Context: an optimization exercise on an open-source flow, tuned for a short achievable clock period, few clock cycles per item and low power. The choices shown serve that exercise and are no tape-out recipe.
RTL that was checked went through simulation tests only; none was proved equivalent to the original.
Power and IR drop assume default switching activity.

run 1:
## fragment_reassembly_tracker_core
module fragment_reassembly_tracker_core #(
  parameter int unsigned MAX_FRAGS = frt_pkg::FRT_MAX_FRAGS
) (
  input  logic                            clk_i,
  input  logic                            rst_ni,
  input  logic                            cfg_we_i,
  input  logic [frt_pkg::CFG_IDX_W-1:0]   cfg_index_i,
  input  logic [frt_pkg::BYTES_W-1:0]     cfg_data_i,
  input  logic                            in_valid_i,
  output logic                            in_ready_o,
  input  logic [frt_pkg::FUNC_W-1:0]      func_i,
  input  logic [frt_pkg::KIND_W-1:0]      packet_kind_i,
  input  logic [frt_pkg::MSG_W-1:0]       message_number_i,
  input  logic [frt_pkg::FRAG_W-1:0]      fragment_number_i,
  input  logic [frt_pkg::CNT_W-1:0]       total_fragments_i,
  input  logic [frt_pkg::BYTES_W-1:0]     fragment_bytes_i,
  input  logic [frt_pkg::BYTES_W-1:0]     header_bytes_i,
  input  logic [frt_pkg::BYTES_W-1:0]     max_data_bytes_i,
  input  logic                            request_pending_i,
  output logic                            out_valid_o,
  input  logic                            out_ready_i,
  output logic [frt_pkg::ACTION_W-1:0]    action_o,
  output logic [frt_pkg::OFFSET_W-1:0]    page_offset_o,
  output logic [frt_pkg::BYTES_W-1:0]     copy_bytes_o,
  output logic [frt_pkg::BYTES_W-1:0]     resend_fragment_bytes_o,
  output logic                            message_complete_o
);
  localparam int unsigned IdxW  = (MAX_FRAGS > 1) ? $clog2(MAX_FRAGS) : 1;
  localparam int unsigned BW    = frt_pkg::BYTES_W;
  localparam int unsigned OW    = frt_pkg::OFFSET_W;
  localparam int unsigned FW    = frt_pkg::FRAG_W;
  localparam int unsigned CW    = frt_pkg::CNT_W;
  localparam int unsigned MW    = frt_pkg::MSG_W;
  localparam int unsigned DivW  = BW + 1;
  localparam int unsigned StepW = $clog2(DivW + 1);
  function automatic logic [BW-1:0] sub_sat(input logic [BW-1:0] a, input logic [BW-1:0] b);
    sub_sat = (a > b) ? a - b : '0;
  endfunction
  logic [BW-1:0]        mh_q, ph_q, page_q, full_q;
  logic [MW-1:0]        cur_msg_q;
  logic                 active_q;
  logic [MAX_FRAGS-1:0] map_q;
  logic [CW-1:0]        count_q;
  logic [BW-1:0]        first_q;
  ...
Size: roughly 2600 cells after synthesis, ~0.023 sq mm of cells after synthesis.
Settings: LEC_CHECK=0, CAP_MARGIN=20, CORE_MARGIN=2, CORE_UTILIZATION=50, CTS_BUF_LIST=sky130_fd_sc_hd__clkbuf_16, CTS_CLUSTER_DIAMETER=90, CTS_CLUSTER_SIZE=28, PLACE_DENSITY=0.65, SETUP_SLACK_MARGIN=3.0, SLEW_MARGIN=20, TNS_END_PERCENT=0; clock period 7.5 ns.
standard.sh (not shown) runs the stock make flow with config.mk's settings and CLKGATE_MAP_FILE= SYNTH_SCRIPT=/design/flow/synth_recipe.tcl, a recipe that flattens the netlist after the stock synthesis.
==> flow/flow/run.sh <==
#!/bin/bash
# The standard layout, with the input and output ports buffered by buf_2
# cells instead of the default port buffer. Full tool output: flow.log.
set -euo pipefail
export BUFFER_PORTS_ARGS="-buffer_cell sky130_fd_sc_hd__buf_2"
bash standard.sh > flow.log 2>&1
Testbench counts of run 1, summed over its fixed seeds: cycles 3,573, items 3,355.
diff inputs: run 1 => run 2
# run 1
export LEC_CHECK = 0
export CAP_MARGIN = 20
export CORE_MARGIN = 2
export CORE_UTILIZATION = 50
export CTS_BUF_LIST = sky130_fd_sc_hd__clkbuf_16
export CTS_CLUSTER_DIAMETER = 90
export CTS_CLUSTER_SIZE = 28
export PLACE_DENSITY = 0.65
export SETUP_SLACK_MARGIN = 3.0
export SLEW_MARGIN = 20
export TNS_END_PERCENT = 0
create_clock -name core_clock -period 7.5 [get_ports {clk_i}]
# run 2
export LEC_CHECK = 0
export CAP_MARGIN = 20
export CORE_MARGIN = 2
export CORE_UTILIZATION = 40
export CTS_BUF_LIST = sky130_fd_sc_hd__clkbuf_8
export CTS_CLUSTER_DIAMETER = 60
export CTS_CLUSTER_SIZE = 20
export PLACE_DENSITY = 0.6
export SETUP_SLACK_MARGIN = 3.0
export SLEW_MARGIN = 20
export TNS_END_PERCENT = 100
create_clock -name core_clock -period 7.5 [get_ports {clk_i}]
==> flow/flow/run.sh <==
#!/bin/bash
# The standard layout, with the input and output ports buffered by buf_4
# cells instead of the default port buffer. Full tool output: flow.log.
set -euo pipefail
export BUFFER_PORTS_ARGS="-buffer_cell sky130_fd_sc_hd__buf_4"
bash standard.sh > flow.log 2>&1
[summary]
- Higher sequential share of layout area was reported by run 1, not run 2.
- Compared with run 1, run 2 shows routed metal-1 wirelength that has gone up by a few percent.
- Count of clock-buffer cells in the layout in run 2 vs run 1: up 19
### run 2 -> run 3
# run 2
export LEC_CHECK = 0
export CAP_MARGIN = 20
export CORE_MARGIN = 2
export CORE_UTILIZATION = 40
export CTS_BUF_LIST = sky130_fd_sc_hd__clkbuf_8
export CTS_CLUSTER_DIAMETER = 60
export CTS_CLUSTER_SIZE = 20
export PLACE_DENSITY = 0.6
export SETUP_SLACK_MARGIN = 3.0
export SLEW_MARGIN = 20
export TNS_END_PERCENT = 100
create_clock -name core_clock -period 7.5 [get_ports {clk_i}]
# run 3
export LEC_CHECK = 0
export CAP_MARGIN = 20
export CORE_MARGIN = 2
export CORE_UTILIZATION = 40
export CTS_BUF_LIST = sky130_fd_sc_hd__clkbuf_8
export CTS_CLUSTER_DIAMETER = 60
export CTS_CLUSTER_SIZE = 20
export PLACE_DENSITY = 0.6
export SETUP_SLACK_MARGIN = 3.0
export SLEW_MARGIN = 20
export TNS_END_PERCENT = 0
create_clock -name core_clock -period 7.5 [get_ports {clk_i}]
Notes after the runs:
Run 3 | stages: all done | timing, DRC, antenna: all pass. The met2 capacity usage during global routing in run 3 was lower than what run 2 gave. On count of nets after finishing: run 3 sits below run 2. Fraction of power consumed by combinational cells: run 2 and run 3 compared, lower one is run 3. out_offs_a_q[0] as the source of the critical timing path was reported by run 2, and fragment_number_i[5] by run 3.

* * *

== JK ==
fragment_reassembly_tracker_core, a different RTL version from the one above (not shown whole).
Size in the first run: ~330 flip-flops, roughly 170 I/O pins, roughly 26000 um2 of cells after synthesis.
clock: 7.5 ns
lec_check: 0
abc_clock_period_in_ps: 2000
cap_margin: 20
core_margin: 2
core_utilization: 40
place_density: 0.6
setup_slack_margin: 4.5
slew_margin: 20
run.sh (not shown) runs the stock make flow with config.mk's settings and CLKGATE_MAP_FILE= SYNTH_SCRIPT=/design/flow/synth_recipe.tcl, a recipe that flattens the netlist after the stock synthesis.
Stock flow here: none of the scripts above is used.
JK: all stages complete, timing, DRC and antenna checks passed
Testbench counts of JK, summed over its fixed seeds: cycles 3,626, items 3,355.
The inputs of MS differ from those of JK as listed below.
- swapping 2000 for 3000 in ABC_CLOCK_PERIOD_IN_PS
- swapping 4.5 for 3.5 in SETUP_SLACK_MARGIN
Results
- Re number of flip-flops and latches: no difference whatsoever between JK and MS.
- In MS, the relative slew slack came out 1.8 points below the value in JK.
- Relative to JK, the relative area change from synthesis to final layout of MS is lower by 4.9 points.
- MS: clock skew is 0.0078 ns lower than what JK reported.
- MS vs JK: non-clock buffer share of cell area down in MS
- Looking only at combinational cell fraction of total power, and setting everything else aside, the higher value of MS and JK goes to JK.
- Summary: design internal power, MS better than JK
- The routed wire length of MS is lower than that of JK.
- MS improves on JK in final worst setup slack.
- The final reports for MS and JK show global placement routability congestion lower in the former.
- Clock-buffer cell count delta for MS relative to JK: about 4% higher
--- input diff MS..AL ---
- SETUP_SLACK_MARGIN no longer set, was 3.5
- ABC_CLOCK_PERIOD_IN_PS no longer set, was 3000
- The run showing the greater routed length on met3 is MS.
- Between MS and AL, the routed length on met2 is lower for AL.
- Comparing MS against AL, there is no change at all in fraction of synthesized cell area in xor and xnor cells.
- Worst path arrival time in AL vs MS: up 1.01 ns
- For AL, the worst-path cell with the longest stage delay was sky130_fd_sc_hd__nor4_1, unlike MS, where it was sky130_fd_sc_hd__fa_2.
- Delta(clock share of power, AL - MS) > 0
- From MS to AL the numbers moved as follows: post-placement cell area lower, routed wire length lower, leakage dissipation lower.

* * *

## run A
fragment_reassembly_tracker_core, a different RTL version from the one above (not shown whole).
Size: ~260 flip-flops, ~170 I/O pins.
clock: 7.5 ns
lec_check: 0
cap_margin: 20
core_margin: 2
core_utilization: 40
place_density: 0.6
setup_slack_margin: 3.0
slew_margin: 20
Run A: flow completed, timing, DRC and antenna clean
Edits applied to the flow inputs when going from run A to run B:
- a deleted SETUP_SLACK_MARGIN that had been 3.0
Findings:
The power in the clock group in run A is 1.16 times that in run B.
[compare] base=run A new=run B: path length in cells of the critical path shows a reduction of about 24%; layout buffering overhead excluding clock cells shows a reduction of 5.4 points; number of fill cells in the layout shows an increase of 378.
Maximum frequency: higher on run A
Summary of run B over run A: maximum number of pins on one net before global-route repair lost 4; worst-skew pair later-pin latency picked up an extra 30 ps; number of cells upsized or downsized after cts lost 655; area taken by flip-flops and latches neither gained nor lost much.
Comparing run B and run A, the lower via count of the first global-routing pass is on run B.
No run of this note included a check of the RTL's function; only the layout flow was run.

* * *

## v32
fragment_reassembly_tracker_core, a different RTL version from the one above (not shown whole).
For scale: about 250 flip-flops, ~170 I/O pins.
==> flow/config.mk <==
export PLATFORM = sky130hd
export DESIGN_NAME = fragment_reassembly_tracker_core
export DESIGN_NICKNAME = fragment_reassembly_tracker_core
export VERILOG_FILES = /design/flow/design.v
export SDC_FILE = /design/flow/constraint.sdc
export NUM_CORES = 4
export LEC_CHECK = 0
export CAP_MARGIN = 20
export CORE_MARGIN = 2
export CORE_UTILIZATION = 40
export CTS_BUF_LIST = sky130_fd_sc_hd__clkbuf_16
export CTS_CLUSTER_DIAMETER = 80
export CTS_CLUSTER_SIZE = 25
export PLACE_DENSITY = 0.6
export SETUP_SLACK_MARGIN = 3.0
export SLEW_MARGIN = 20
export TNS_END_PERCENT = 0
==> flow/constraint.sdc <==
create_clock -name core_clock -period 7.5 [get_ports {clk_i}]
set_input_delay 1.5000 -clock core_clock [delete_from_list [all_inputs] [get_ports {clk_i}]]
set_output_delay 1.5000 -clock core_clock [all_outputs]
set_load 0.01 [all_outputs]
v32 went all the way through the flow, and no timing, DRC or antenna check failed.
Testbench counts of v32, summed over its fixed seeds: cycles 3,573, items 3,355.
Input changes introduced in v3 (baseline for comparison: v32):
- CTS_CLUSTER_SIZE: 25 -> 20
- CTS_BUF_LIST: sky130_fd_sc_hd__clkbuf_16 -> sky130_fd_sc_hd__clkbuf_8
- CTS_CLUSTER_DIAMETER: 80 -> 60
v32 reports its slowest cell on the critical path as sky130_fd_sc_hd__or4_1 while v3 reports sky130_fd_sc_hd__clkdlybuf4s50_1. Clock power for v3: about 20% down relative to v32. Ratio of final minimum period to clock period in v3 vs v32: up 1.9 points. Summary of v3 over v32: worst setup slack lower; sequential share of layout area higher; met1 global-route usage lower; number of CTS-inserted buffers higher; simple-gate share of the synthesized area roughly the same. Relative to v32, finished layout cell area has decreased by about 1.3% in v3. The power per unit of standard cell area reported for v3 is smaller than that of v32 by about 3.3%.

* * *

Another version of the RTL of fragment_reassembly_tracker_core (not shown whole).
For scale: roughly 2,400 cells after synthesis, roughly 170 I/O pins, roughly 23,000 sq um of cells after synthesis.
==> flow/config.mk <==
export PLATFORM = sky130hd
export DESIGN_NAME = fragment_reassembly_tracker_core
export DESIGN_NICKNAME = fragment_reassembly_tracker_core
export VERILOG_FILES = /design/flow/design.v
export SDC_FILE = /design/flow/constraint.sdc
export NUM_CORES = 4
export LEC_CHECK = 0
export CAP_MARGIN = 20
export CORE_MARGIN = 2
export CORE_UTILIZATION = 40
export CTS_BUF_LIST = sky130_fd_sc_hd__clkbuf_16
export CTS_CLUSTER_DIAMETER = 100
export CTS_CLUSTER_SIZE = 30
export PLACE_DENSITY = 0.6
export SLEW_MARGIN = 20
==> flow/constraint.sdc <==
create_clock -name core_clock -period 7.5 [get_ports {clk_i}]
set_input_delay 1.5000 -clock core_clock [delete_from_list [all_inputs] [get_ports {clk_i}]]
set_output_delay 1.5000 -clock core_clock [all_outputs]
set_load 0.01 [all_outputs]
The first run completed with no timing, DRC or antenna violations.
==> next run, changes <==
--- a/flow/config.mk
+++ b/flow/config.mk
@@ -11,3 +11,3 @@
-export CTS_BUF_LIST = sky130_fd_sc_hd__clkbuf_16
-export CTS_CLUSTER_DIAMETER = 100
-export CTS_CLUSTER_SIZE = 30
+export CTS_BUF_LIST = sky130_fd_sc_hd__clkbuf_8
+export CTS_CLUSTER_DIAMETER = 60
+export CTS_CLUSTER_SIZE = 20
The new run finished with timing, DRC and antenna clean.
Final cell count rises by 0.84%.
Routed wire length climbs by 0.42%.
Die area stays the same.
Area after synthesis stays the same.
Total power climbs by 3.9%.
Hold slack barely changes.
Clock-buffer cell count went up by 14.
Flip-flop and latch count is unchanged.
==> next run, changes <==
--- a/flow/config.mk
+++ b/flow/config.mk
@@ -14,0 +15 @@
+export SETUP_SLACK_MARGIN = 2.0
@@ -15,0 +17 @@
+export TNS_END_PERCENT = 0
Total power is about the same.
Die area stays the same.
Worst hold slack stays flat.
Function was not checked in any run of this note: the RTL went through the layout flow alone.

* * *

before:
RTL: one of the versions met above, not the one the previous note started from.
For scale: about 170 I/O pins, ~23,000 µm² of cells after synthesis.
clock: 7.5 ns
lec_check: 0
cap_margin: 20
core_margin: 2
core_utilization: 40
cts_buf_list: sky130_fd_sc_hd__clkbuf_16
cts_cluster_diameter: 90
cts_cluster_size: 28
place_density: 0.6
setup_slack_margin: 3.0
slew_margin: 20
tns_end_percent: 0
standard.sh (not shown) runs the stock make flow with config.mk's settings and CLKGATE_MAP_FILE= SYNTH_SCRIPT=/design/flow/synth_recipe.tcl, a recipe that flattens the netlist after the stock synthesis.
==> flow/flow/run.sh <==
#!/bin/bash
# The standard layout, with the input and output ports buffered by buf_2
# cells instead of the default port buffer. Full tool output: flow.log.
set -euo pipefail
export BUFFER_PORTS_ARGS="-buffer_cell sky130_fd_sc_hd__buf_2"
bash standard.sh > flow.log 2>&1
Having completed the whole flow, before delivered a layout that passed the timing, DRC and antenna checks.
Testbench counts of before, summed over its fixed seeds: cycles 3,573, items 3,355.
--- input diff before..after ---
- swapping 28 for 34 in CTS_CLUSTER_SIZE
- swapping 90 for 100 in CTS_CLUSTER_DIAMETER
Findings:
after: no failed stages, no open violations at the end. Number of signal-net buffers in the layout of before is on par with after. Post-CTS setup repair buffer count: after vs before identical. Worst-case setup margin in the final layout ends up higher on after.

[what the ideal ports hide]
In the flow no input, the clock included, has a driving cell. The finished layouts below were timed again as built, in two steps.
Step 1 (the two cells are an assumption about what drives the block):
set clk [get_ports {clk_i}]
set_driving_cell -lib_cell sky130_fd_sc_hd__clkbuf_16 $clk
set_driving_cell -lib_cell sky130_fd_sc_hd__buf_2 [delete_from_list [all_inputs] $clk]
Step 2 times the ports against the registers' clock, not the clock port: input delays grow and output delays shrink by t, the midpoint of the rising clock arrivals with the driver on.
Slacks: no drivers / after step 1 / after step 2; pairs: no drivers / after step 1.
| run | shift t [ns] | setup slack, ns | worst register clock-pin slew, ns |
|---|---|---|---|
| run 1 | 0.593 | 2.054 / 1.994 / 1.524 | 0.11 / 0.11 |
| run 2 | 0.662 | 2.087 / 2.030 / 2.014 | 0.10 / 0.10 |
| run 3 | 0.680 | 2.001 / 1.966 / 1.414 | 0.11 / 0.11 |
| JK | 0.637 | 1.593 / 1.593 / 1.593 | 0.07 / 0.07 |
| MS | 0.633 | 1.651 / 1.651 / 1.651 | 0.07 / 0.07 |
| AL | 0.621 | 0.594 / 0.594 / 0.594 | 0.07 / 0.07 |
| run A | 0.607 | 2.298 / 2.243 / 1.754 | 0.07 / 0.07 |
| run B | 0.649 | 1.088 / 1.088 / 0.813 | 0.07 / 0.07 |
| v32 | 0.613 | 2.101 / 2.112 / 1.521 | 0.10 / 0.10 |
| v3 | 0.691 | 1.959 / 1.979 / 1.288 | 0.10 / 0.10 |
| the first run of note 5 | 0.586 | 1.024 / 1.002 / 0.566 | 0.12 / 0.12 |
| the second run of note 5 | 0.716 | 0.994 / 0.972 / 0.548 | 0.12 / 0.12 |
| the third run of note 5 | 0.711 | 1.713 / 1.683 / 1.235 | 0.12 / 0.12 |
| before | 0.597 | 2.105 / 2.067 / 1.609 | 0.10 / 0.10 |
| after | 0.608 | 2.125 / 2.084 / 1.586 | 0.12 / 0.12 |
After both steps setup and hold are still met in every run listed. The setup slack of v3, which loses most, moves by +0.020 ns with the drivers and by -0.671 ns with both steps.
